Background: an optimization exercise with open tools, aiming at small area. Do not read the settings as production practice. At most, simulation tests tie the RTL to the original design; equivalence was not proved. For run 1, only the layout was checked, not whether the RTL still works. Power is estimated from default activity; no workload was simulated. The clock port is modelled as an ideal driver; clocking choices that lean on that would not hold on a real chip.

File: design/flow/config.mk
export PLATFORM = sky130hd
export DESIGN_NAME = debug_snapshot_ctrl
export DESIGN_NICKNAME = debug_snapshot_ctrl
export VERILOG_FILES = /design/flow/design.v
export SDC_FILE = /design/flow/constraint.sdc
export NUM_CORES = 4
export LEC_CHECK = 0
export CAP_MARGIN = 20
export CORE_MARGIN = 2
export CORE_UTILIZATION = 60
export CTS_CLUSTER_DIAMETER = 100
export CTS_CLUSTER_SIZE = 25
export SLEW_MARGIN = 20
export SYNTH_HIERARCHICAL = 1
export SYNTH_MINIMUM_KEEP_SIZE = 0
File: design/flow/constraint.sdc
create_clock -name core_clock -period 12.0 [get_ports {clk}]
set_input_delay 2.4000 -clock core_clock [delete_from_list [all_inputs] [get_ports {clk}]]
set_output_delay 2.4000 -clock core_clock [all_outputs]
set_load 0.01 [all_outputs]
File: design/flow/design.v
module debug_snapshot_ctrl #(
    parameter int unsigned ADDR_W = 7,
    parameter int unsigned DATA_W = 32,
    parameter int unsigned SETTLE = 1
) (
    input  logic              clk,
    input  logic              rst_n,
    input  logic              snap_req_i,
    input  logic              live_mode_i,
    input  logic [ADDR_W-1:0] vga_addr_i,
    output logic [DATA_W-1:0] vga_data_o,
    output logic [ADDR_W-1:0] dut_addr_o,
    input  logic [DATA_W-1:0] dut_data_i,
    output logic              busy_o,
    output logic              done_o,
    output logic              snap_valid_o,
    output logic [7:0]        snap_count_o
);
    localparam int unsigned Depth = 1 << ADDR_W;
    logic              busy_q;
    logic [ADDR_W:0]   cnt_q;           
    logic              snap_valid_q;
    logic [7:0]        snap_count_q;
    logic              start;
    logic              done;
    logic              insert;
    logic [ADDR_W-1:0] rd_idx;
    logic [DATA_W-1:0] ring [Depth];
    localparam int unsigned Groups = (Depth + 1 + 2) / 3;
    logic [3*Groups-1:0] rd_sel;
    logic [DATA_W-1:0]   rd_word [3*Groups];
    logic [DATA_W-1:0]   rd_part_n [Groups];
    localparam int unsigned LoW = ADDR_W / 2;
    localparam int unsigned LoN = 1 << LoW;
    localparam int unsigned HiN = 1 << (ADDR_W - LoW);
    logic [LoN-1:0]      sel_lo;
    logic [HiN-1:0]      sel_hi;
    assign start = snap_req_i & ~busy_q;
    assign done   = busy_q & cnt_q[ADDR_W] & cnt_q[0];
    assign insert = busy_q & ~done;
    always_ff @(posedge clk or negedge rst_n) begin
        if (!rst_n) begin
            busy_q       <= 1'b0;
            cnt_q        <= '0;
            snap_valid_q <= 1'b0;
            snap_count_q <= '0;
        end else begin
            if (start) begin
                busy_q <= 1'b1;
                cnt_q  <= '0;
            end else begin
                cnt_q  <= cnt_q + 1'b1;
            end
            if (done) begin
                busy_q       <= 1'b0;
                snap_valid_q <= 1'b1;
                snap_count_q <= snap_count_q + 8'd1;
            end
        end
    end
    always_ff @(posedge clk) begin
        for (int i = 0; i < Depth - 1; i++) begin
            ring[i] <= ring[i+1];
        end
        ring[Depth-1] <= insert ? dut_data_i : ring[0];
    end
    assign rd_idx = vga_addr_i - cnt_q[ADDR_W-1:0] + 1'b1;
    always_comb begin
        if (busy_q) begin
            dut_addr_o = cnt_q[ADDR_W] ? {ADDR_W{1'b1}} : cnt_q[ADDR_W-1:0];
        end else if (live_mode_i) begin
            dut_addr_o = vga_addr_i;
        end else begin
            dut_addr_o = {ADDR_W{snap_valid_q}};
        end
    end
    always_comb begin
        for (int j = 0; j < Depth; j++) begin
            rd_word[j] = ring[j];
        end
        rd_sel[Depth]  = live_mode_i;
        rd_word[Depth] = dut_data_i;
        for (int j = Depth + 1; j < 3 * Groups; j++) begin
            rd_sel[j]  = 1'b0;
            rd_word[j] = '0;
        end
    end
    always_comb begin
        for (int i = 0; i < LoN; i++) begin
            sel_lo[i] = ~live_mode_i & snap_valid_q & (rd_idx[LoW-1:0] == LoW'(i));
        end
        for (int i = 0; i < HiN; i++) begin
            sel_hi[i] = (rd_idx[ADDR_W-1:LoW] == (ADDR_W-LoW)'(i));
        end
    end
    for (genvar j = 0; j < Depth; j++) begin : g_sel
        snap_and2 u_and (
            .a(sel_hi[j / LoN]),
            .b(sel_lo[j % LoN]),
            .y(rd_sel[j])
        );
    end
    for (genvar g = 0; g < Groups; g++) begin : g_rd
        for (genvar b = 0; b < DATA_W; b++) begin : g_bit
            snap_aoi3 u_aoi (
                .s0 (rd_sel[3*g]),
                .d0 (rd_word[3*g][b]),
                .s1 (rd_sel[3*g+1]),
                .d1 (rd_word[3*g+1][b]),
                .s2 (rd_sel[3*g+2]),
                .d2 (rd_word[3*g+2][b]),
                .y_n(rd_part_n[g][b])
            );
        end
    end
    always_comb begin
        vga_data_o = '0;
        for (int g = 0; g < Groups; g++) begin
            vga_data_o = vga_data_o | ~rd_part_n[g];
        end
    end
    assign busy_o       = busy_q;
    assign done_o       = done;
    assign snap_valid_o = snap_valid_q;
    assign snap_count_o = snap_count_q;
endmodule
module snap_aoi3 (
    input  logic s0,
    input  logic d0,
    input  logic s1,
    input  logic d1,
    input  logic s2,
    input  logic d2,
    output logic y_n
);
    assign y_n = ~((s0 & d0) | (s1 & d1) | (s2 & d2));
endmodule
module snap_and2 (
    input  logic a,
    input  logic b,
    output logic y
);
    assign y = a & b;
endmodule
File: design/flow/run.sh
#!/bin/bash
# synth_recipe.tcl (not shown) runs the flow's synth.tcl, then flattens the netlist and writes it again
# the make line also repeats each setting of config.mk as NAME=value (left out here)
make -C /OpenROAD-flow-scripts/flow DESIGN_CONFIG=/design/flow/config.mk WORK_HOME=/design/flow/orfs CLKGATE_MAP_FILE= SYNTH_SCRIPT=/design/flow/synth_recipe.tcl finish
==> out/metrics.cfg, run 1 <==
[outcome]
status=finished clean

[global_route]
grt_overflow=0
grt_pass1_wl_mm=400
antenna_found_initial=15
grt_usage=0.315
grt_max_degree=33
grt_pass1_vias=57400

[timing]
clock.fmax_mhz=90.1
tightest_slew_ns=1.23
min_period_over_period=0.925
finalSetupViolCount=0
final_max_slew_viol_count=0
fin_setup_tns_ns=0
clock_skew_ns=0.0231
rsz0062_at_grt=false
fin_crit_ns=11.09
hold_viol_final=0
max_slew_margin=0.174

[floorplanning]
die_y_um=415
pin_count=93
die_area_um2=172000
num_rows=150
initial_core_util=0.605
coreArea_um2=168000
die_w_um=415

[power]
p_per_area_nw_per_um2=216
leakagePower_nw=41.9
ir_drop_mv=0.171

[finish]
layout_commonest_cell=dfxtp_1
area_growth_pct=10.1
post-route-util=0.667
drive_above_1_share=0.0731
mostFrequentLayoutCells=dfxtp_1, a222oi_1, nand4_1
fin_nets=6840

[critical_path]
path_class=input port to output pin
worst_setup_path_start_kind=input port
arrival_ns=8.69
cp-end-kind=output pin
required_ns=9.60
cp_max_fo=17

[clock_tree]
post_cts_buffers=0
clockRootBuffer=clkbuf_16
clk_pin_slew_worst_paths_ns=0.09
clk_latency_ns=0.86
ctsHoldBuffers=0
post_cts_resize_count=0
clkSinkCount=4114
cts_tree=yes
cts_buffer_depth=3
cts_buffers=182
cts.htree.levels=4

[run]
cap_violations=0

[detailed_routing]
viasPerCell=6.69
drc=0
drt_wl_total_mm=280
ant_nets=0
wl_per_cell_um=31.1
dr.pass1.iters=14
drtIter0Drc=11200
vias=60300

[synthesis]
syn-num-nets=6366
synthArstFlopShare=0.00438
syn_avg_cell_area_um2=16.1
yosysWarnings=12
yosysSeqAreaShare=0.813
synthCells=6309
yosys_register_bits=4114
synth-edff-count=0
synth_area_um2=101000
ys_types=49
synth_flop_cell=dfxtp_1

[placed_design]
port_buffers=92
globalplace.congestion=0.949
hpwl_mm=189

[hold_path]
hold_path_class=register to register

-- per-module statistics from Yosys, one instance, submodules excluded --
module / copies in the design / flip-flops and latches / cells
snap_aoi3: 1376 / 0 / 1
debug_snapshot_ctrl: 1 / 4114 / 4805
snap_and2: 128 / 0 / 1
-- registers in the layout (all words and copies together) (netlist names) --
signal,flops
busy_q,1
cnt_q,8
ring,4096
snap_valid_q,1
snap_count_q,8
-- metal layers --
layer	vias up	share of wire	track usage
li1	26700	-	-
met1	30400	0.45	0.470
met5	-	0.00016	0
met4	6	0.039	0.117
met2	2716	0.42	0.459
met3	411	0.086	0.0555
-- kinds of logic (layout without fill, tap and decap cells) --
family          Yosys count  count (layout)  share of synthesized area
other cells               0               5                          0
mux                      36              36                    0.00397
flops                  4114            4114                      0.813
xor+xnor                 20              20                    0.00187
compound gates         1408            1408                      0.138
simple gates            692             692                     0.0406
buf+inv                  25             513                    0.00131
fa+ha+maj                14              14                    0.00180
-- power by group --
part | switching [W] | internal [W] | total, W
sequential | 0.000783 | 0.0149 | 0.0157
clock | 0.00394 | 0.00285 | 0.00679
combinational | 0.00112 | 0.000589 | 0.00171
total | 0.00585 | 0.0183 | 0.0242
-- synth_stat cells (12+ instances only) --
| cell | instances | area [µm²] |
|---|---|---|
| and2_1 | 130 | 813 |
| nor2_1 | 28 | 105 |
| a222oi_1 | 1376 | 13800 |
| nand4_1 | 322 | 2010 |
| xnor2_1 | 12 | 105 |
| ha_1 | 13 | 163 |
| nand3_1 | 75 | 375 |
| dfrtp_1 | 18 | 450 |
| nor3_1 | 37 | 185 |
| dfxtp_1 | 4096 | 82000 |
| nor4_1 | 65 | 407 |
| mux2_2 | 32 | 360 |
-- through the flow --
stage          total power (W)  cells  area (µm²)  setup WS (ns)  hold WS [ns]
6_report                0.0242   9006      112000          0.906         0.341
5_1_grt                 0.0249   9001      112000          0.841         0.336
4_1_cts                 0.0242   9001      112000           1.05         0.338
3_5_place_dp            0.0176   8803      107000           1.05         0.335
3_3_place_gp            0.0176   8803      107000           1.06         0.330
2_1_floorplan           0.0163   6309      101000           3.90         0.330
-- worst max-delay path: stages --
cell and delay [ns]:
clkdlybuf4s50_1 0.48, inv_1 0.10, ha_1 0.30, inv_1 0.05
ha_1 0.22, fa_1 0.49, a21o_2 0.28, nand4_1 0.10
o211ai_2 0.11, o21ai_1 0.31, a21oi_1 0.39, and2_1 0.59
buf_4 0.35, a222oi_1 0.36, nand4_1 0.25, nor3_1 1.03
buf_4 0.25, nand3_1 0.10, clkdlybuf4s50_1 0.51
-- final timing paths --
check	start	slack, ns	to	cells after the start
worst max register to register	busy_q	9.60	ring[127][25]	4
max in group asynchronous	rst_n	9.78	cnt_q[3]	2
min in group asynchronous	rst_n	1.91	snap_count_q[5]	2
worst max-delay path	vga_addr_i[1]	0.91	vga_data_o[25]	19
worst min-delay path	ring[48][18]	0.34	ring[47][18]	0
worst min register to register	ring[48][18]	0.34	ring[47][18]	0
-- final cells by class --
class | instances | area [µm²]
sequential | 4114 | 82400
fill | 11900 | 55900
multi-input combinational | 2170 | 19100
clock buffer | 196 | 4800
tap | 2204 | 2760
timing repair buffer | 304 | 2570
inverter | 11 | 41.3
clock inverter | 2 | 25.0
antenna | 5 | 12.5
==> run 2: changes to the inputs <==
--- a/design/flow/design.v
+++ b/design/flow/design.v
@@ -30,11 +30,6 @@
     logic [3*Groups-1:0] rd_sel;
     logic [DATA_W-1:0]   rd_word [3*Groups];
     logic [DATA_W-1:0]   rd_part_n [Groups];
-    localparam int unsigned LoW = ADDR_W / 2;
-    localparam int unsigned LoN = 1 << LoW;
-    localparam int unsigned HiN = 1 << (ADDR_W - LoW);
-    logic [LoN-1:0]      sel_lo;
-    logic [HiN-1:0]      sel_hi;
     assign start = snap_req_i & ~busy_q;
     assign done   = busy_q & cnt_q[ADDR_W] & cnt_q[0];
     assign insert = busy_q & ~done;
@@ -76,6 +71,7 @@
     end
     always_comb begin
         for (int j = 0; j < Depth; j++) begin
+            rd_sel[j]  = ~live_mode_i & snap_valid_q & (rd_idx == ADDR_W'(j));
             rd_word[j] = ring[j];
         end
         rd_sel[Depth]  = live_mode_i;
@@ -84,21 +80,6 @@
             rd_sel[j]  = 1'b0;
             rd_word[j] = '0;
         end
-    end
-    always_comb begin
-        for (int i = 0; i < LoN; i++) begin
-            sel_lo[i] = ~live_mode_i & snap_valid_q & (rd_idx[LoW-1:0] == LoW'(i));
-        end
-        for (int i = 0; i < HiN; i++) begin
-            sel_hi[i] = (rd_idx[ADDR_W-1:LoW] == (ADDR_W-LoW)'(i));
-        end
-    end
-    for (genvar j = 0; j < Depth; j++) begin : g_sel
-        snap_and2 u_and (
-            .a(sel_hi[j / LoN]),
-            .b(sel_lo[j % LoN]),
-            .y(rd_sel[j])
-        );
     end
     for (genvar g = 0; g < Groups; g++) begin : g_rd
         for (genvar b = 0; b < DATA_W; b++) begin : g_bit
@@ -135,10 +116,3 @@
 );
     assign y_n = ~((s0 & d0) | (s1 & d1) | (s2 & d2));
 endmodule
-module snap_and2 (
-    input  logic a,
-    input  logic b,
-    output logic y
-);
-    assign y = a & b;
-endmodule
--- a/design/flow/config.mk
+++ b/design/flow/config.mk
@@ -7,9 +7,7 @@
 export LEC_CHECK = 0
 export CAP_MARGIN = 20
 export CORE_MARGIN = 2
-export CORE_UTILIZATION = 60
-export CTS_CLUSTER_DIAMETER = 100
-export CTS_CLUSTER_SIZE = 25
+export CORE_UTILIZATION = 40
 export SLEW_MARGIN = 20
 export SYNTH_HIERARCHICAL = 1
 export SYNTH_MINIMUM_KEEP_SIZE = 0
==> out/metrics.cfg, run 2 <==
[outcome]
status=finished clean  ; unchanged

[finish]
fillers=21300  ; was 11900
fin_nets=7091  ; was 6840
post-route-util=0.486  ; was 0.667
regArea_um2=82400  ; unchanged
area_growth_pct=21.3  ; was 10.1%
max_flop_register=ring  ; unchanged
largest_reg_flops=4096  ; unchanged
reg_top3=ring x4096, cnt_q x8, snap_count_q x8  ; unchanged
mostFrequentLayoutCells=dfxtp_1, a222oi_1, clkbuf_16  ; was dfxtp_1, a222oi_1, nand4_1
layout_commonest_cell=dfxtp_1  ; unchanged
drive_above_1_share=0.148  ; was 0.0731
multi_input_area_um2=20300  ; was 19100 µm²
fin_cells=10700  ; was 9006

[global_route]
use_met1=0.317  ; was 0.470
grt_pass1_vias=63600  ; was 57400
grt_pass1_wl_mm=447  ; was 400 mm
grt_max_degree=40  ; was 33
grt_util_met3=0.0567  ; was 0.0555
antenna_found_initial=22  ; was 15
grt_usage=0.235  ; was 0.315
gr-usage-met2=0.356  ; was 0.459
grt_busiest_layer=met2  ; was met1
grt_overflow=0  ; unchanged

[floorplanning]
die_y_um=508  ; was 415 µm
die_area_um2=258000  ; was 172000 µm²
num_rows=185  ; was 150
pin_count=93  ; unchanged
die_w_um=508  ; was 415 µm
coreArea_um2=253000  ; was 168000 µm²
initial_core_util=0.401  ; was 0.605

[synthesis]
synthCells=6320  ; was 6309
ys_types=40  ; was 49
synth_commonest_cells=dfxtp_1, a222oi_1, nand4_1  ; unchanged
synthTopCellsByArea=dfxtp_1, a222oi_1, nand4_1  ; unchanged
yosysSeqAreaShare=0.811  ; was 0.813
yosysWarnings=12  ; unchanged
netlist.area_leader.share=0.807  ; was 0.808
synth-edff-count=0  ; unchanged
syn_avg_cell_area_um2=16.1  ; about the same
yosysMostFrequentCell=dfxtp_1  ; unchanged
syn-num-nets=6377  ; was 6366
netlist.top_cell.by_area=dfxtp_1  ; unchanged
synthArstFlopShare=0.00438  ; unchanged
synth_flop_cell=dfxtp_1  ; unchanged
synth_area_um2=102000  ; was 101000 µm²
yosys_register_bits=4114  ; unchanged

[clock_tree]
cts_buffer_depth=4  ; was 3
clkSinkCount=4114  ; unchanged
cts.htree.levels=5  ; was 4
ctsHoldBuffers=0  ; unchanged
clk_pin_slew_worst_paths_ns=0.06  ; was 0.09 ns
clk_latency_ns=0.98  ; was 0.86 ns
cts_tree=yes  ; unchanged
post_cts_buffers=0  ; unchanged
cts_buffers=387  ; was 182
clockRootBuffer=clkbuf_16  ; unchanged
post_cts_resize_count=0  ; unchanged

[detailed_routing]
ant_nets=0  ; unchanged
wl_per_cell_um=29.2  ; was 31.1 µm
vias=63700  ; was 60300
drtIter0Drc=10700  ; was 11200
drt_wl_total_mm=312  ; was 280 mm
viasPerCell=5.96  ; was 6.69
drc=0  ; unchanged
dr.pass1.iters=11  ; was 14

[placed_design]
port_buffers=92  ; unchanged
placed_cells=10000  ; was 8803
hpwl_mm=201  ; was 189 mm
globalplace.congestion=0.881  ; was 0.949

[timing]
clock.fmax_mhz=89.7  ; was 90.1 MHz
hold-worst-slack_ns=0.290  ; was 0.341 ns
fin_setup_tns_ns=0  ; unchanged
clock_skew_ns=0.0836  ; was 0.0231 ns
hold_viol_final=0  ; unchanged
tightest_slew_ns=1.24  ; was 1.23 ns
max_slew_margin=0.165  ; was 0.174
rsz0062_at_grt=false  ; unchanged
final_max_slew_viol_count=0  ; unchanged
fin_crit_ns=11.15  ; was 11.09 ns
min_period_over_period=0.929  ; was 0.925
finalSetupViolCount=0  ; unchanged

[critical_path]
cp-end-kind=output pin  ; unchanged
regToRegSetupSlack_ns=9.69  ; was 9.60 ns
worst_setup_path_start_kind=input port  ; unchanged
cp_max_fo=22  ; was 17
required_ns=9.60  ; about the same
path_class=input port to output pin  ; unchanged
arrival_ns=8.75  ; was 8.69 ns

[power]
ir_drop_mv=0.258  ; was 0.171 mV
leakagePower_nw=46.0  ; was 41.9 nW
p_per_area_nw_per_um2=247  ; was 216 nW/µm²

[hold_path]
hold_path_class=register to register  ; unchanged

[run]
cap_violations=0  ; unchanged

## run 2: changes by cell type after synthesis, moves of 3 or more
| cell | change |
|---|---|
| nor4_1 | +46 |
| and2_1 | -127 |
| buf_2 | +7 |
| clkbuf_1 | +29 |
| a211oi_2 | +11 |
| nand2_1 | +8 |
| nor3_1 | -3 |
| a211oi_1 | +53 |
| nor4_2 | +17 |
| nor2_1 | -10 |
## run 2: critical path, cell delays in order
cell and delay [ns]:
clkdlybuf4s50_1 0.58, ha_1 0.29, ha_1 0.25, fa_1 0.45, and3_1 0.25, o21ai_0 0.30, a211o_2 0.76, buf_4 0.46
a211oi_4 0.19, buf_4 0.33, a222oi_1 0.36, nand4_1 0.23, nor3_1 0.81, buf_4 0.25, nand3_1 0.20, clkdlybuf4s50_1 0.57
## run 2: cell type report
type / count / share of cell area
multi-input combinational: 2147 / 0.165
clock inverter: 141 / 0.0146
clock buffer: 540 / 0.0909
inverter: 10 / 0.000304
timing repair buffer: 374 / 0.0264
tap: 3366 / 0.0342
sequential: 4114 / 0.669
antenna: 6 / 0.000122
## run 2: logic make-up (layout without fill, tap and decap cells)
group,after synthesis,after routing,share of synthesized area
xor gates and xnor gates,18,18,0.00155
DFF,4114,4114,0.811
buffers and inverters,59,1065,0.00261
AOI/OAI and AO/OA,1467,1467,0.142
adders and majority gates,14,14,0.00180
muxes,33,33,0.00366
and+or+nand+nor,615,615,0.0368
other,0,6,0
## run 2: through the flow
step	instance area, µm²	total power, W	setup slack [ns]
2_1_floorplan	102000	0.0165	2.11
3_3_place_gp	110000	0.0182	0.745
3_5_place_dp	110000	0.0183	0.775
4_1_cts	123000	0.0306	0.769
5_1_grt	123000	0.0314	0.782
6_report	123000	0.0305	0.853
## run 2: per-layer routing
layer / vias up / share of wire
met5: - / 0.000064
met1: 32300 / 0.41
met2: 3231 / 0.44
met3: 606 / 0.10
li1: 27600 / -
met4: 4 / 0.046
## run 2: per-module statistics from Yosys, one instance, submodules excluded
module / flops+latches / times used / cells / area (µm²)
debug_snapshot_ctrl: 4114 / 1 / 4944 / 87900
snap_aoi3: 0 / 1376 / 1 / 10.0
## run 2: worst paths after layout
kind,cells past startpoint,start,endpoint
worst max-delay path,16,vga_addr_i[0],vga_data_o[8]
min in group asynchronous,1,rst_n,cnt_q[1]
worst min register to register,0,ring[101][0],ring[100][0]
worst min-delay path,0,ring[101][0],ring[100][0]
max in group asynchronous,1,rst_n,snap_valid_q
worst max register to register,4,busy_q,ring[127][4]
## run 2: where the power goes
group          total [W]  switching, W  internal, W  leakage (nW)
sequential        0.0157      0.000795       0.0149          33.8
clock             0.0124       0.00506      0.00734          6.42
combinational    0.00239       0.00173     0.000655          5.84
==> run 3: changes to the inputs <==
--- a/design/flow/design.v
+++ b/design/flow/design.v
@@ -27,9 +27,14 @@
     logic [ADDR_W-1:0] rd_idx;
     logic [DATA_W-1:0] ring [Depth];
     localparam int unsigned Groups = (Depth + 1 + 2) / 3;
-    logic [3*Groups-1:0] rd_sel;
+    logic [3*Groups-1:0] rd_sel_lo, rd_sel_hi;
     logic [DATA_W-1:0]   rd_word [3*Groups];
     logic [DATA_W-1:0]   rd_part_n [Groups];
+    localparam int unsigned LoW = ADDR_W / 2;
+    localparam int unsigned LoN = 1 << LoW;
+    localparam int unsigned HiN = 1 << (ADDR_W - LoW);
+    logic [LoN-1:0]      sel_lo;
+    logic [HiN-1:0]      sel_hi;
     assign start = snap_req_i & ~busy_q;
     assign done   = busy_q & cnt_q[ADDR_W] & cnt_q[0];
     assign insert = busy_q & ~done;
@@ -71,34 +76,78 @@
     end
     always_comb begin
         for (int j = 0; j < Depth; j++) begin
-            rd_sel[j]  = ~live_mode_i & snap_valid_q & (rd_idx == ADDR_W'(j));
             rd_word[j] = ring[j];
         end
-        rd_sel[Depth]  = live_mode_i;
+        rd_sel_lo[Depth] = live_mode_i;
+        rd_sel_hi[Depth] = live_mode_i;
         rd_word[Depth] = dut_data_i;
         for (int j = Depth + 1; j < 3 * Groups; j++) begin
-            rd_sel[j]  = 1'b0;
+            rd_sel_lo[j] = 1'b0;
+            rd_sel_hi[j] = 1'b0;
             rd_word[j] = '0;
         end
+    end
+    always_comb begin
+        for (int i = 0; i < LoN; i++) begin
+            sel_lo[i] = ~live_mode_i & snap_valid_q & (rd_idx[LoW-1:0] == LoW'(i));
+        end
+        for (int i = 0; i < HiN; i++) begin
+            sel_hi[i] = (rd_idx[ADDR_W-1:LoW] == (ADDR_W-LoW)'(i));
+        end
+    end
+    for (genvar j = 0; j < Depth; j++) begin : g_sel
+        logic sel_n;
+        snap_nand2 u_nand (
+            .a(sel_hi[j / LoN]),
+            .b(sel_lo[j % LoN]),
+            .y(sel_n)
+        );
+        snap_inv u_inv_lo (
+            .a(sel_n),
+            .y(rd_sel_lo[j])
+        );
+        snap_inv u_inv_hi (
+            .a(sel_n),
+            .y(rd_sel_hi[j])
+        );
     end
     for (genvar g = 0; g < Groups; g++) begin : g_rd
         for (genvar b = 0; b < DATA_W; b++) begin : g_bit
+            logic [2:0] s;
+            assign s = (b < DATA_W / 2) ? rd_sel_lo[3*g +: 3] : rd_sel_hi[3*g +: 3];
             snap_aoi3 u_aoi (
-                .s0 (rd_sel[3*g]),
+                .s0 (s[0]),
                 .d0 (rd_word[3*g][b]),
-                .s1 (rd_sel[3*g+1]),
+                .s1 (s[1]),
                 .d1 (rd_word[3*g+1][b]),
-                .s2 (rd_sel[3*g+2]),
+                .s2 (s[2]),
                 .d2 (rd_word[3*g+2][b]),
                 .y_n(rd_part_n[g][b])
             );
         end
     end
-    always_comb begin
-        vga_data_o = '0;
-        for (int g = 0; g < Groups; g++) begin
-            vga_data_o = vga_data_o | ~rd_part_n[g];
-        end
+    for (genvar b = 0; b < DATA_W; b++) begin : g_or
+        logic [10:0] l1;
+        logic [2:0]  l2;
+        for (genvar k = 0; k < 10; k++) begin : g_l1
+            snap_nand4 u_nand4 (
+                .a(rd_part_n[4*k][b]),
+                .b(rd_part_n[4*k+1][b]),
+                .c(rd_part_n[4*k+2][b]),
+                .d(rd_part_n[4*k+3][b]),
+                .y(l1[k])
+            );
+        end
+        snap_nand3 u_nand3 (
+            .a(rd_part_n[40][b]),
+            .b(rd_part_n[41][b]),
+            .c(rd_part_n[42][b]),
+            .y(l1[10])
+        );
+        snap_or4 u_or4_0 (.a(l1[0]), .b(l1[1]), .c(l1[2]), .d(l1[3]), .y(l2[0]));
+        snap_or4 u_or4_1 (.a(l1[4]), .b(l1[5]), .c(l1[6]), .d(l1[7]), .y(l2[1]));
+        snap_or3 u_or3_0 (.a(l1[8]), .b(l1[9]), .c(l1[10]), .y(l2[2]));
+        snap_or3 u_or3_1 (.a(l2[0]), .b(l2[1]), .c(l2[2]), .y(vga_data_o[b]));
     end
     assign busy_o       = busy_q;
     assign done_o       = done;
@@ -116,3 +165,50 @@
 );
     assign y_n = ~((s0 & d0) | (s1 & d1) | (s2 & d2));
 endmodule
+module snap_nand2 (
+    input  logic a,
+    input  logic b,
+    output logic y
+);
+    assign y = ~(a & b);
+endmodule
+module snap_inv (
+    input  logic a,
+    output logic y
+);
+    assign y = ~a;
+endmodule
+module snap_nand4 (
+    input  logic a,
+    input  logic b,
+    input  logic c,
+    input  logic d,
+    output logic y
+);
+    assign y = ~(a & b & c & d);
+endmodule
+module snap_nand3 (
+    input  logic a,
+    input  logic b,
+    input  logic c,
+    output logic y
+);
+    assign y = ~(a & b & c);
+endmodule
+module snap_or4 (
+    input  logic a,
+    input  logic b,
+    input  logic c,
+    input  logic d,
+    output logic y
+);
+    assign y = a | b | c | d;
+endmodule
+module snap_or3 (
+    input  logic a,
+    input  logic b,
+    input  logic c,
+    output logic y
+);
+    assign y = a | b | c;
+endmodule
--- a/design/flow/config.mk
+++ b/design/flow/config.mk
@@ -7,7 +7,9 @@
 export LEC_CHECK = 0
 export CAP_MARGIN = 20
 export CORE_MARGIN = 2
-export CORE_UTILIZATION = 40
+export CORE_UTILIZATION = 70
+export CTS_CLUSTER_DIAMETER = 100
+export CTS_CLUSTER_SIZE = 28
 export SLEW_MARGIN = 20
 export SYNTH_HIERARCHICAL = 1
 export SYNTH_MINIMUM_KEEP_SIZE = 0
==> out/metrics.cfg, run 3 <==
[synthesis]
yosysWarnings=12  ; unchanged
netlist.area_leader.share=0.803  ; was 0.807
synth_commonest_cells=dfxtp_1, a222oi_1, nand4_1  ; unchanged
synthTopCellsByArea=dfxtp_1, a222oi_1, nand4_1  ; unchanged
yosysSeqAreaShare=0.807  ; was 0.811
netlist.top_cell.by_area=dfxtp_1  ; unchanged
synthCells=6554  ; was 6320
synthArstFlopShare=0.00438  ; unchanged
yosys_register_bits=4114  ; unchanged
synth_flop_cell=dfxtp_1  ; unchanged
syn_avg_cell_area_um2=15.6  ; was 16.1 µm²
synth-edff-count=0  ; unchanged
yosysMostFrequentCell=dfxtp_1  ; unchanged
synth_area_um2=102000  ; about the same
ys_types=41  ; was 40
syn-num-nets=6611  ; was 6377

[floorplanning]
coreArea_um2=145000  ; was 253000 µm²
die_w_um=386  ; was 508 µm
num_rows=140  ; was 185
initial_core_util=0.704  ; was 0.401
pin_count=93  ; unchanged
die_y_um=386  ; was 508 µm
die_area_um2=149000  ; was 258000 µm²

[power]
ir_drop_mv=0.163  ; was 0.258 mV
p_clk_frac=0.273  ; was 0.407
p_int_w=0.0179  ; was 0.0229 W
pwr-share-comb=0.061  ; was 0.078
leakagePower_nw=43.4  ; was 46.0 nW
switchingPower_w=0.00549  ; was 0.00759 W
p_sw_frac=0.235  ; was 0.249
p_per_area_nw_per_um2=213  ; was 247 nW/µm²
p_seq_frac=0.666  ; was 0.515

[finish]
mostFrequentLayoutCells=dfxtp_1, a222oi_1, nand4_1  ; was dfxtp_1, a222oi_1, clkbuf_16
layout_commonest_cell=dfxtp_1  ; unchanged
drive_above_1_share=0.0324  ; was 0.148
finalInstanceArea_um2=110000  ; was 123000 µm²
fin_nets=6880  ; was 7091
max_flop_register=ring  ; unchanged
largest_reg_flops=4096  ; unchanged
fillers=9118  ; was 21300
area_growth_pct=7.67  ; was 21.3%
reg_top3=ring x4096, cnt_q x8, snap_count_q x8  ; unchanged

[hold_path]
min_from=ring[81][10]  ; was ring[101][0]
min_to=ring[80][10]  ; was ring[100][0]
hold_path_class=register to register  ; unchanged
min_delay_path_depth=0  ; unchanged

[timing]
hold-worst-slack_ns=0.335  ; was 0.290 ns
fin_crit_ns=11.23  ; was 11.15 ns
rsz0062_at_grt=false  ; unchanged
fin_setup_tns_ns=0  ; unchanged
clock_skew_ns=0.0276  ; was 0.0836 ns
clock.fmax_mhz=89.0  ; was 89.7 MHz
tightest_slew_ns=1.07  ; was 1.24 ns
finalSetupViolCount=0  ; unchanged
min_period_over_period=0.936  ; was 0.929
hold_viol_final=0  ; unchanged
final_max_slew_viol_count=0  ; unchanged
max_slew_margin=0.283  ; was 0.165

[clock_tree]
clockRootBuffer=clkbuf_16  ; unchanged
clk_latency_ns=0.82  ; was 0.98 ns
cts_buffer_depth=3  ; was 4
post_cts_resize_count=0  ; unchanged
clkSinkCount=4114  ; unchanged
post_cts_buffers=0  ; unchanged
clk_pin_slew_worst_paths_ns=0.10  ; was 0.06 ns
cts_tree=yes  ; unchanged
cts_buffers=164  ; was 387
ctsHoldBuffers=0  ; unchanged
cts.htree.levels=4  ; was 5

[global_route]
grt_overflow=0  ; unchanged
gr-usage-met2=0.523  ; was 0.356
use_met1=0.476  ; was 0.317
grt_busiest_layer=met2  ; unchanged
grt_max_degree=42  ; was 40
antenna_found_initial=11  ; was 22
grt_pass1_wl_mm=377  ; was 447 mm
grt_pass1_vias=59800  ; was 63600
grt_usage=0.334  ; was 0.235
grt_util_met3=0.0473  ; was 0.0567

[placed_design]
port_buffers=92  ; unchanged
globalplace.congestion=0.893  ; was 0.881
hpwl_mm=173  ; was 201 mm
placed_area_um2=106000  ; was 110000 µm²

[detailed_routing]
viasPerCell=6.95  ; was 5.96
ant_nets=0  ; unchanged
dr.pass1.iters=10  ; was 11
vias=60900  ; was 63700
drt_wl_total_mm=254  ; was 312 mm
drtIter0Drc=10900  ; was 10700
drc=0  ; unchanged
wl_per_cell_um=29.0  ; was 29.2 µm

[critical_path]
r2r-end=ring[127][1]  ; was ring[127][4]
cpPeakStageDelay_ns=0.79  ; was 0.81 ns
slowest_stage=nor3_1  ; unchanged
cp-end-kind=output pin  ; unchanged
r2r_start=busy_q  ; unchanged
regToRegSetupSlack_ns=9.73  ; was 9.69 ns
reg2regPathDepth=3  ; was 4
crit_chain=clkdlybuf4s50_1 > inv_1 > ha_1 > inv_1 > ha_1 > fa_1 > xor2_1 > o32ai_1 > nor3_1 > nor3_1 > buf_4 > nand2_1 > inv_1 > a222oi_1 > nand4_1 > or4_1 > or3_1 > clkdlybuf4s50_1  ; was clkdlybuf4s50_1 > ha_1 > ha_1 > fa_1 > and3_1 > o21ai_0 > a211o_2 > buf_4 > a211oi_4 > buf_4 > a222oi_1 > nand4_1 > nor3_1 > buf_4 > nand3_1 > clkdlybuf4s50_1
crit_top_cell=inv_1  ; was buf_4
worst_setup_path_start_kind=input port  ; unchanged
cp_max_fo=16  ; was 22
arrival_ns=8.83  ; was 8.75 ns
path_class=input port to output pin  ; unchanged
required_ns=9.60  ; about the same

[run]
cap_violations=0  ; unchanged

[outcome]
status=finished clean  ; unchanged

[run 3: worst max path at each step]
stage	cells after the start	slack [ns]	startpoint	endpoint
3_3_place_gp	17	1.01	vga_addr_i[1]	vga_data_o[30]
4_1_cts	17	0.92	vga_addr_i[1]	vga_data_o[30]
2_1_floorplan	16	3.51	vga_addr_i[1]	vga_data_o[0]
6_report	18	0.77	vga_addr_i[1]	vga_data_o[26]
3_5_place_dp	17	0.95	vga_addr_i[1]	vga_data_o[30]
5_1_grt	17	0.70	vga_addr_i[1]	vga_data_o[30]
[run 3: worst max-delay path: cells and delay by family]
| family | cells | cell delay (ns) |
|---|---|---|
| adders and majority gates | 3 | 1.08 |
| xor gates and xnor gates | 1 | 0.31 |
| buffers and inverters | 6 | 1.74 |
| and+or+nand+nor | 6 | 2.62 |
| AOI/OAI and AO/OA | 2 | 0.63 |
[run 3: area by class of cell]
| cell class | count | area, µm² | share of cell area |
|---|---|---|---|
| well taps | 1917 | 2400 | 0.0218 |
| clock inverters | 11 | 115 | 0.00105 |
| inverters | 265 | 995 | 0.00904 |
| clock buffers | 174 | 4240 | 0.0385 |
| multi-input cells | 2162 | 18700 | 0.170 |
| flip-flops and latches | 4114 | 82400 | 0.750 |
| repair buffers | 116 | 1100 | 0.00996 |
| diodes | 3 | 7.51 | 0.0000682 |
[run 3: through the flow]
step / power (W) / utilization / setup slack [ns] / std cells
floorplan: 0.0163 / - / 3.51 / 6554
global placement: 0.0172 / 0.727 / 1.01 / 8573
detailed placement: 0.0173 / 0.727 / 0.954 / 8573
CTS: 0.0234 / 0.757 / 0.918 / 8758
global route: 0.0241 / 0.757 / 0.700 / 8759
finish: 0.0234 / 0.757 / 0.770 / 8762
[run 3: per-layer routing]
layer,up-vias,routed length (µm)
met5,-,73
met4,14,10300
met3,456,22300
met2,3027,117000
met1,30700,105000
li1,26700,-
[run 3: logic make-up after synthesis]
logic type,count (synthesis),share of synthesized area
AOI/OAI and AO/OA,1402,0.137
xor gates and xnor gates,20,0.00193
adders and majority gates,14,0.00179
buffers and inverters,278,0.0103
DFF,4114,0.807
muxes,32,0.00353
and+or+nand+nor,694,0.0388
[run 3: power by group through the flow]
stage	registers, W	clock network [W]	logic (W)
after CTS	0.0156	0.00646	0.00139
after global placement	0.0158	0	0.00136
after floorplan	0.0156	0	0.000697
after detailed placement	0.0159	0	0.00138
final	0.0156	0.00639	0.00143
after global routing	0.0157	0.00693	0.00148
[run 3: Yosys stat by module, one instance, submodules excluded]
module	cell area, µm²	times used
snap_nand2	3.75	128
snap_or4	7.51	64
snap_aoi3	10.0	1376
debug_snapshot_ctrl	83900	1
snap_nand3	5.00	32
snap_nand4	6.26	320
snap_or3	6.26	64
snap_inv	3.75	256
==> run 4: changes to the inputs <==
==> design/flow/flow/run.sh (new file) <==
#!/bin/bash
# The standard layout (standard.sh: ORFS from the standard synthesis to the
# final DEF) with two changes to how the layout is made:
#  - the port buffers are the platform's smallest buffer, buf_1, instead of
#    the buffer_ports default choice;
#  - clock tree synthesis clusters up to 28 sinks per leaf buffer and inserts
#    no dummy loads.
# The full output of the run goes to standard_flow.log here; ORFS's per-step
# logs stay under orfs/logs/.
set -euo pipefail
export BUFFER_PORTS_ARGS="-buffer_cell sky130_fd_sc_hd__buf_1"
export CTS_ARGS="-sink_clustering_enable -repair_clock_nets -sink_clustering_size 28 -sink_clustering_max_diameter 100 -dont_use_dummy_load"
bash standard.sh > standard_flow.log 2>&1
==> design/flow/standard.sh (new file) <==
#!/bin/bash
# synth_recipe.tcl (not shown) runs the flow's synth.tcl, then flattens the netlist and writes it again
# the make line also repeats each setting of config.mk as NAME=value (left out here)
make -C /OpenROAD-flow-scripts/flow DESIGN_CONFIG=/design/flow/config.mk WORK_HOME=/design/flow/orfs CLKGATE_MAP_FILE= SYNTH_SCRIPT=/design/flow/synth_recipe.tcl "${@:-finish}"
removed: design/flow/run.sh
==> out/metrics.cfg, run 4 <==
[outcome]
status=finished clean  ; unchanged

[critical_path]
slowest_stage=nor3_1  ; unchanged
cp-end-kind=output pin  ; unchanged
worst_setup_path_start_kind=input port  ; unchanged
crit_top_cell=inv_1  ; unchanged
path_class=input port to output pin  ; unchanged
required_ns=9.60  ; about the same
r2r_start=busy_q  ; unchanged
reg2regPathDepth=3  ; unchanged
cp_max_fo=16  ; unchanged
arrival_ns=8.56  ; was 8.83 ns
r2r-end=ring[127][4]  ; was ring[127][1]
regToRegSetupSlack_ns=9.80  ; was 9.73 ns
crit_chain=buf_1 > inv_1 > ha_1 > inv_1 > ha_1 > fa_1 > xor2_1 > o32ai_1 > nor3_1 > nor3_1 > nand2_1 > inv_1 > a222oi_1 > nand4_1 > or4_1 > or3_1 > buf_1  ; was clkdlybuf4s50_1 > inv_1 > ha_1 > inv_1 > ha_1 > fa_1 > xor2_1 > o32ai_1 > nor3_1 > nor3_1 > buf_4 > nand2_1 > inv_1 > a222oi_1 > nand4_1 > or4_1 > or3_1 > clkdlybuf4s50_1
cpPeakStageDelay_ns=0.95  ; was 0.79 ns

[synthesis]
netlist.top_cell.by_area=dfxtp_1  ; unchanged
yosysSeqAreaShare=0.807  ; unchanged
syn-num-nets=6611  ; unchanged
yosysWarnings=12  ; unchanged
yosys_register_bits=4114  ; unchanged
synthArstFlopShare=0.00438  ; unchanged
synthTopCellsByArea=dfxtp_1, a222oi_1, nand4_1  ; unchanged
syn_avg_cell_area_um2=15.6  ; unchanged
synth_flop_cell=dfxtp_1  ; unchanged
yosysMostFrequentCell=dfxtp_1  ; unchanged
synth-edff-count=0  ; unchanged
synth_area_um2=102000  ; unchanged
ys_types=41  ; unchanged
synth_commonest_cells=dfxtp_1, a222oi_1, nand4_1  ; unchanged
synthCells=6554  ; unchanged
netlist.area_leader.share=0.803  ; unchanged

[finish]
fillers=9225  ; was 9118
drive_above_1_share=0.0291  ; was 0.0324
area_growth_pct=6.81  ; was 7.67%
mostFrequentLayoutCells=dfxtp_1, a222oi_1, nand4_1  ; unchanged
max_flop_register=ring  ; unchanged
layout_commonest_cell=dfxtp_1  ; unchanged
largest_reg_flops=4096  ; unchanged
reg_top3=ring x4096, cnt_q x8, snap_count_q x8  ; unchanged
fin_nets=6873  ; was 6880

[floorplanning]
num_rows=140  ; unchanged
pin_count=93  ; unchanged
die_y_um=386  ; unchanged
die_area_um2=149000  ; unchanged
initial_core_util=0.704  ; unchanged
die_w_um=386  ; unchanged
coreArea_um2=145000  ; unchanged

[placed_design]
port_buffers=92  ; unchanged
globalplace.congestion=0.898  ; was 0.893
hpwl_mm=175  ; was 173 mm
dp_slack_ns=1.27  ; was 0.954 ns

[detailed_routing]
vias=60700  ; was 60900
drtIter0Drc=11500  ; was 10900
drc=0  ; unchanged
wl_per_cell_um=29.1  ; was 29.0 µm
ant_nets=0  ; unchanged
viasPerCell=6.95  ; about the same
dr.pass1.iters=8  ; was 10
drt_wl_total_mm=254  ; about the same

[timing]
min_period_over_period=0.914  ; was 0.936
finalSetupViolCount=0  ; unchanged
clock_skew_ns=0.0373  ; was 0.0276 ns
rsz0062_at_grt=false  ; unchanged
hold_viol_final=0  ; unchanged
tightest_slew_ns=1.33  ; was 1.07 ns
clock.fmax_mhz=91.2  ; was 89.0 MHz
max_slew_margin=0.104  ; was 0.283
fin_crit_ns=10.96  ; was 11.23 ns
fin_setup_tns_ns=0  ; unchanged
final_max_slew_viol_count=0  ; unchanged
final.setup.worst_slack_ns=1.04  ; was 0.770 ns

[global_route]
grt_max_degree=42  ; unchanged
grt_pass1_wl_mm=377  ; about the same
grt_usage=0.334  ; about the same
grt_util_met3=0.0481  ; was 0.0473
grt_overflow=0  ; unchanged
use_met1=0.474  ; was 0.476
grt_busiest_layer=met2  ; unchanged
gr-usage-met2=0.524  ; was 0.523
antenna_found_initial=9  ; was 11
grt_pass1_vias=59900  ; was 59800

[clock_tree]
post_cts_resize_count=0  ; unchanged
cts_tree=yes  ; unchanged
clockRootBuffer=clkbuf_16  ; unchanged
cts_buffer_depth=3  ; unchanged
clk_latency_ns=0.81  ; was 0.82 ns
clkSinkCount=4114  ; unchanged
post_cts_buffers=0  ; unchanged
ctsHoldBuffers=0  ; unchanged
clk_pin_slew_worst_paths_ns=0.10  ; about the same
cts.htree.levels=4  ; unchanged
cts_buffers=164  ; unchanged

[hold_path]
hold_path_class=register to register  ; unchanged
min_delay_path_depth=0  ; unchanged
min_to=ring[38][20]  ; was ring[80][10]
min_from=ring[39][20]  ; was ring[81][10]

[power]
ir_drop_mv=0.173  ; was 0.163 mV
leakagePower_nw=43.0  ; was 43.4 nW
p_per_area_nw_per_um2=212  ; was 213 nW/µm²

[run]
cap_violations=0  ; unchanged

run 4: cell count changes in the layout (fill, tap and decap cells not counted), moves of 4 or more:
cell / change
buf_1: +91
buf_4: -7
clkbuf_1: -5
clkbuf_16: -4
clkdlybuf4s50_1: -91
inv_6: -9
run 4: worst max path at each step:
stage / startpoint / end / slack [ns] / depth (start not counted)
2_1_floorplan: vga_addr_i[1] / vga_data_o[0] / 3.51 / 16
3_3_place_gp: vga_addr_i[1] / vga_data_o[26] / 1.39 / 17
3_5_place_dp: vga_addr_i[1] / vga_data_o[26] / 1.27 / 17
4_1_cts: vga_addr_i[1] / vga_data_o[26] / 1.25 / 17
5_1_grt: vga_addr_i[1] / vga_data_o[26] / 1.07 / 17
6_report: vga_addr_i[1] / vga_data_o[26] / 1.04 / 17
run 4: metrics by stage:
step	std cells	power (W)	hold slack, ns	utilization	area, µm²
after CTS	8730	0.0232	0.331	0.751	109000
after global routing	8731	0.0239	0.330	0.751	109000
after global placement	8566	0.0171	0.331	0.723	105000
after floorplan	6554	0.0163	0.330	-	102000
after detailed placement	8566	0.0172	0.335	0.723	105000
final	8733	0.0232	0.331	0.751	109000
run 4: area by class of cell:
type,instances,area (µm²),share of cell area
Timing Repair Buffer,109,478,0.00438
Antenna cell,2,5.00,0.0000459
Sequential cell,4114,82400,0.756
Clock buffer,164,4100,0.0376
Tap cell,1917,2400,0.0220
Inverter,265,995,0.00912
Multi-Input combinational cell,2162,18700,0.171
run 4: per-module statistics from Yosys, one instance, submodules excluded:
module               flip-flops and latches  cells inside  cell area [µm²]  times used
snap_inv                                  0             1             3.75         256
snap_nand2                                0             1             3.75         128
snap_aoi3                                 0             1             10.0        1376
snap_or3                                  0             1             6.26          64
snap_nand3                                0             1             5.00          32
debug_snapshot_ctrl                    4114          4314            83900           1
snap_or4                                  0             1             7.51          64
snap_nand4                                0             1             6.26         320
run 4: where the power goes:
group	internal (W)	switching, W
Sequential	0.0149	0.000704
Clock	0.00246	0.00378
Combinational	0.000359	0.000958
run 4: worst max-delay path, delay by kind of cell:
kind	cells	cell delay [ns]
XOR/XNOR	1	0.28
adder cells (fa/ha/maj)	3	1.16
AO/OA/AOI/OAI	2	0.62
AND/OR/NAND/NOR	6	3.31
buffers and inverters	5	0.78
run 4: cells by family after synthesis:
group / Yosys count / share of synthesized area
adders and majority gates: 14 / 0.00179
muxes: 32 / 0.00353
DFF: 4114 / 0.807
buffers and inverters: 278 / 0.0103
AOI/OAI and AO/OA: 1402 / 0.137
xor gates and xnor gates: 20 / 0.00193
and+or+nand+nor: 694 / 0.0388
run 4: metal layers:
layer	share of wire	up-vias
li1	-	26700
met4	0.041	8
met2	0.46	2908
met1	0.41	30600
met5	0.00022	-
met3	0.089	483
==> run 5: changes to the inputs <==
==> design/flow/flow/run.sh (replaced) <==
#!/bin/bash
# The standard layout (standard.sh: ORFS from the standard synthesis to the
# final DEF) with two changes to how the layout is made:
#  - the port buffers are the platform's smallest buffer, buf_1, instead of
#    the buffer_ports default choice;
#  - clock tree synthesis clusters up to 32 sinks per leaf buffer and inserts
#    no dummy loads.
# The full output of the run goes to standard_flow.log here; ORFS's per-step
# logs stay under orfs/logs/.
set -euo pipefail
export BUFFER_PORTS_ARGS="-buffer_cell sky130_fd_sc_hd__buf_1"
export CTS_ARGS="-sink_clustering_enable -repair_clock_nets -sink_clustering_size 32 -sink_clustering_max_diameter 100 -dont_use_dummy_load"
bash standard.sh > standard_flow.log 2>&1
--- a/design/flow/config.mk
+++ b/design/flow/config.mk
@@ -7,9 +7,10 @@
 export LEC_CHECK = 0
 export CAP_MARGIN = 20
 export CORE_MARGIN = 2
-export CORE_UTILIZATION = 70
+export CORE_UTILIZATION = 75
 export CTS_CLUSTER_DIAMETER = 100
-export CTS_CLUSTER_SIZE = 28
+export CTS_CLUSTER_SIZE = 32
+export PLACE_DENSITY = 0.8
 export SLEW_MARGIN = 20
 export SYNTH_HIERARCHICAL = 1
 export SYNTH_MINIMUM_KEEP_SIZE = 0
==> out/metrics.cfg, run 5 <==
[outcome]
status=finished clean  ; unchanged

[floorplanning]
die_w_um=373  ; was 386 µm
die_y_um=373  ; was 386 µm
die_area_um2=139000  ; was 149000 µm²
coreArea_um2=135000  ; was 145000 µm²
initial_core_util=0.755  ; was 0.704
num_rows=135  ; was 140
pin_count=93  ; unchanged

[timing]
max_slew_margin=0.142  ; was 0.104
fin_crit_ns=10.82  ; was 10.96 ns
clock.fmax_mhz=92.4  ; was 91.2 MHz
hold_viol_final=0  ; unchanged
clock_skew_ns=0.0291  ; was 0.0373 ns
fin_setup_tns_ns=0  ; unchanged
tightest_slew_ns=1.28  ; was 1.33 ns
rsz0062_at_grt=false  ; unchanged
finalSetupViolCount=0  ; unchanged
min_period_over_period=0.902  ; was 0.914
final.setup.worst_slack_ns=1.18  ; was 1.04 ns
final_max_slew_viol_count=0  ; unchanged

[synthesis]
yosysMostFrequentCell=dfxtp_1  ; unchanged
synth_commonest_cells=dfxtp_1, a222oi_1, nand4_1  ; unchanged
synth-edff-count=0  ; unchanged
yosys_register_bits=4114  ; unchanged
synthCells=6554  ; unchanged
syn-num-nets=6611  ; unchanged
netlist.top_cell.by_area=dfxtp_1  ; unchanged
netlist.area_leader.share=0.803  ; unchanged
synthArstFlopShare=0.00438  ; unchanged
synth_flop_cell=dfxtp_1  ; unchanged
syn_avg_cell_area_um2=15.6  ; unchanged
yosysWarnings=12  ; unchanged
yosysSeqAreaShare=0.807  ; unchanged
ys_types=41  ; unchanged
synthTopCellsByArea=dfxtp_1, a222oi_1, nand4_1  ; unchanged
synth_area_um2=102000  ; unchanged

[hold_path]
hold_path_class=register to register  ; unchanged
min_to=ring[105][31]  ; was ring[38][20]
min_delay_path_depth=0  ; unchanged
min_from=ring[106][31]  ; was ring[39][20]

[global_route]
grt_pass1_vias=61400  ; was 59900
antenna_found_initial=22  ; was 9
grt_pass1_wl_mm=387  ; was 377 mm
grt_overflow=0  ; unchanged
grt_usage=0.364  ; was 0.334
grt_max_degree=41  ; was 42

[power]
p_sw_frac=0.237  ; was 0.235
p_clk_frac=0.259  ; was 0.269
p_per_area_nw_per_um2=211  ; was 212 nW/µm²
ir_drop_mv=0.200  ; was 0.173 mV
pwr-share-comb=0.059  ; was 0.057
switchingPower_w=0.00544  ; about the same
leakagePower_nw=42.8  ; was 43.0 nW
p_int_w=0.0175  ; was 0.0177 W
p_seq_frac=0.682  ; was 0.674

[detailed_routing]
vias=61900  ; was 60700
ant_nets=0  ; unchanged
wl_per_cell_um=30.2  ; was 29.1 µm
drt_wl_total_mm=259  ; was 254 mm
drtIter0Drc=12800  ; was 11500
viasPerCell=7.22  ; was 6.95
drc=0  ; unchanged
dr.pass1.iters=8  ; unchanged

[finish]
largest_reg_flops=4096  ; unchanged
layout_commonest_cell=dfxtp_1  ; unchanged
area_growth_pct=6.19  ; was 6.81%
drive_above_1_share=0.0265  ; was 0.0291
reg_top3=ring x4096, cnt_q x8, snap_count_q x8  ; unchanged
mostFrequentLayoutCells=dfxtp_1, a222oi_1, nand4_1  ; unchanged
fin_nets=6851  ; was 6873
max_flop_register=ring  ; unchanged

[critical_path]
cp-end-kind=output pin  ; unchanged
r2r_start=busy_q  ; unchanged
worst_setup_path_start_kind=input port  ; unchanged
slowest_stage=nor3_1  ; unchanged
reg2regPathDepth=3  ; unchanged
path_class=input port to output pin  ; unchanged
r2r-end=ring[127][9]  ; was ring[127][4]
arrival_ns=8.42  ; was 8.56 ns
cp_max_fo=16  ; unchanged
required_ns=9.60  ; about the same
crit_top_cell=inv_1  ; unchanged
regToRegSetupSlack_ns=9.78  ; was 9.80 ns
crit_chain=buf_1 > inv_1 > ha_1 > inv_1 > ha_1 > fa_1 > xor2_1 > o22ai_1 > nor3_1 > nor3_1 > nand2_1 > inv_1 > a222oi_1 > nand4_1 > or4_1 > or3_1 > buf_1  ; was buf_1 > inv_1 > ha_1 > inv_1 > ha_1 > fa_1 > xor2_1 > o32ai_1 > nor3_1 > nor3_1 > nand2_1 > inv_1 > a222oi_1 > nand4_1 > or4_1 > or3_1 > buf_1
cpPeakStageDelay_ns=0.98  ; was 0.95 ns

[clock_tree]
clockRootBuffer=clkbuf_16  ; unchanged
clk_pin_slew_worst_paths_ns=0.11  ; was 0.10 ns
cts_buffer_depth=3  ; unchanged
clk_latency_ns=0.83  ; was 0.81 ns
post_cts_resize_count=0  ; unchanged
cts.htree.levels=4  ; unchanged
clkSinkCount=4114  ; unchanged
post_cts_buffers=0  ; unchanged
cts_tree=yes  ; unchanged
ctsHoldBuffers=0  ; unchanged
cts_buffers=146  ; was 164

[run]
cap_violations=0  ; unchanged

[placed_design]
port_buffers=92  ; unchanged
hpwl_mm=175  ; about the same
dp_slack_ns=1.49  ; was 1.27 ns
globalplace.congestion=0.921  ; was 0.898

run 5: cell count changes in the layout (fill, tap and decap cells not counted), sizes merged:
cell / before / now
buf: 108 / 103
diode: 2 / 3
clkbuf: 165 / 148
run 5: worst max-delay path by stage:
stage / endpoint / slack, ns / depth (start not counted) / from
floorplan: vga_data_o[0] / 3.51 / 16 / vga_addr_i[1]
global placement: vga_data_o[17] / 1.55 / 17 / vga_addr_i[1]
detailed placement: vga_data_o[17] / 1.49 / 17 / vga_addr_i[1]
CTS: vga_data_o[17] / 1.44 / 17 / vga_addr_i[1]
global route: vga_data_o[17] / 1.05 / 17 / vga_addr_i[1]
finish: vga_data_o[17] / 1.18 / 17 / vga_addr_i[1]
run 5: cells by family after synthesis:
family	after synthesis	synth area share
compound gates	1402	0.137
xor+xnor	20	0.00193
fa+ha+maj	14	0.00179
buf+inv	278	0.0103
flops	4114	0.807
mux	32	0.00353
simple gates	694	0.0388
run 5: Yosys stat by module, one instance, submodules excluded:
module | flip-flops and latches | cells | copies in the design
snap_inv | 0 | 1 | 256
debug_snapshot_ctrl | 4114 | 4314 | 1
snap_nand3 | 0 | 1 | 32
snap_or4 | 0 | 1 | 64
snap_aoi3 | 0 | 1 | 1376
snap_nand2 | 0 | 1 | 128
snap_or3 | 0 | 1 | 64
snap_nand4 | 0 | 1 | 320
run 5: area by class of cell:
type	instances	area, µm²
sequential	4114	82400
fill	7652	26800
antenna	3	7.51
clock buffer	146	3650
timing repair buffer	105	445
inverter	265	995
multi-input combinational	2162	18700
tap	1781	2230
run 5: power by group through the flow:
| stage | Clock [W] | Combinational, W | Sequential, W |
|---|---|---|---|
| global route | 0.00642 | 0.00138 | 0.0157 |
| CTS | 0.00595 | 0.00128 | 0.0156 |
| floorplan | 0 | 0.000697 | 0.0156 |
| detailed placement | 0 | 0.00128 | 0.0159 |
| global placement | 0 | 0.00127 | 0.0158 |
| finish | 0.00593 | 0.00135 | 0.0156 |
run 5: metal layers:
layer | track usage | vias up | routed length (µm)
li1 | - | 26600 | -
met1 | 0.510 | 30900 | 102000
met2 | 0.553 | 3621 | 116000
met3 | 0.0643 | 652 | 27000
met4 | 0.184 | 26 | 14200
met5 | 0 | - | 152
run 5: through the flow:
stage,util,total power (W),area (µm²),hold slack [ns],instances
after detailed placement,0.775,0.0172,105000,0.335,8427
after floorplan,-,0.0163,102000,0.330,6554
after CTS,0.802,0.0229,108000,0.317,8573
after global placement,0.775,0.0171,105000,0.331,8427
final,0.802,0.0229,108000,0.318,8576
after global routing,0.802,0.0236,108000,0.316,8573
run 5: critical path, delay by kind of cell:
family,cells,cell delay [ns]
adders and majority gates,3,1.10
AOI/OAI and AO/OA,2,0.62
and+or+nand+nor,6,3.11
xor gates and xnor gates,1,0.32
buffers and inverters,5,0.82

## what the ideal ports hide
Ports are ideal in the flow. The routed layouts listed here were re-timed in OpenROAD.
Step 1 assumes that a clkbuf_16 drives the clock port and a buf_2 every other input.
Step 2 moves the port delays by t, midway between the first and last clock arrival at a register: inputs arrive t later, outputs are due t later. That takes back most of the time a late clock gives input paths.
Three values: no drivers, after step 1, after step 2; two values: the first two.
run	t, ns	slack for setup (ns)	hold WS [ns]	slew at the worst register clock pin (ns)
run 1	0.945	0.906 / 0.882 / 0.882	0.341 / 0.341 / 0.341	0.10 / 0.10
run 2	1.034	0.853 / 0.710 / 0.710	0.290 / 0.290 / 0.290	0.07 / 0.07
run 3	0.889	0.770 / 0.745 / 0.745	0.335 / 0.335 / 0.335	0.11 / 0.11
run 4	0.879	1.035 / 1.008 / 1.008	0.331 / 0.331 / 0.331	0.10 / 0.10
run 5	0.891	1.180 / 1.154 / 1.154	0.318 / 0.318 / 0.318	0.12 / 0.12
After both steps every run listed still meets setup and hold. The setup slack of run 2, which loses most, moves by -0.143 ns with the drivers and by -0.143 ns with both steps.
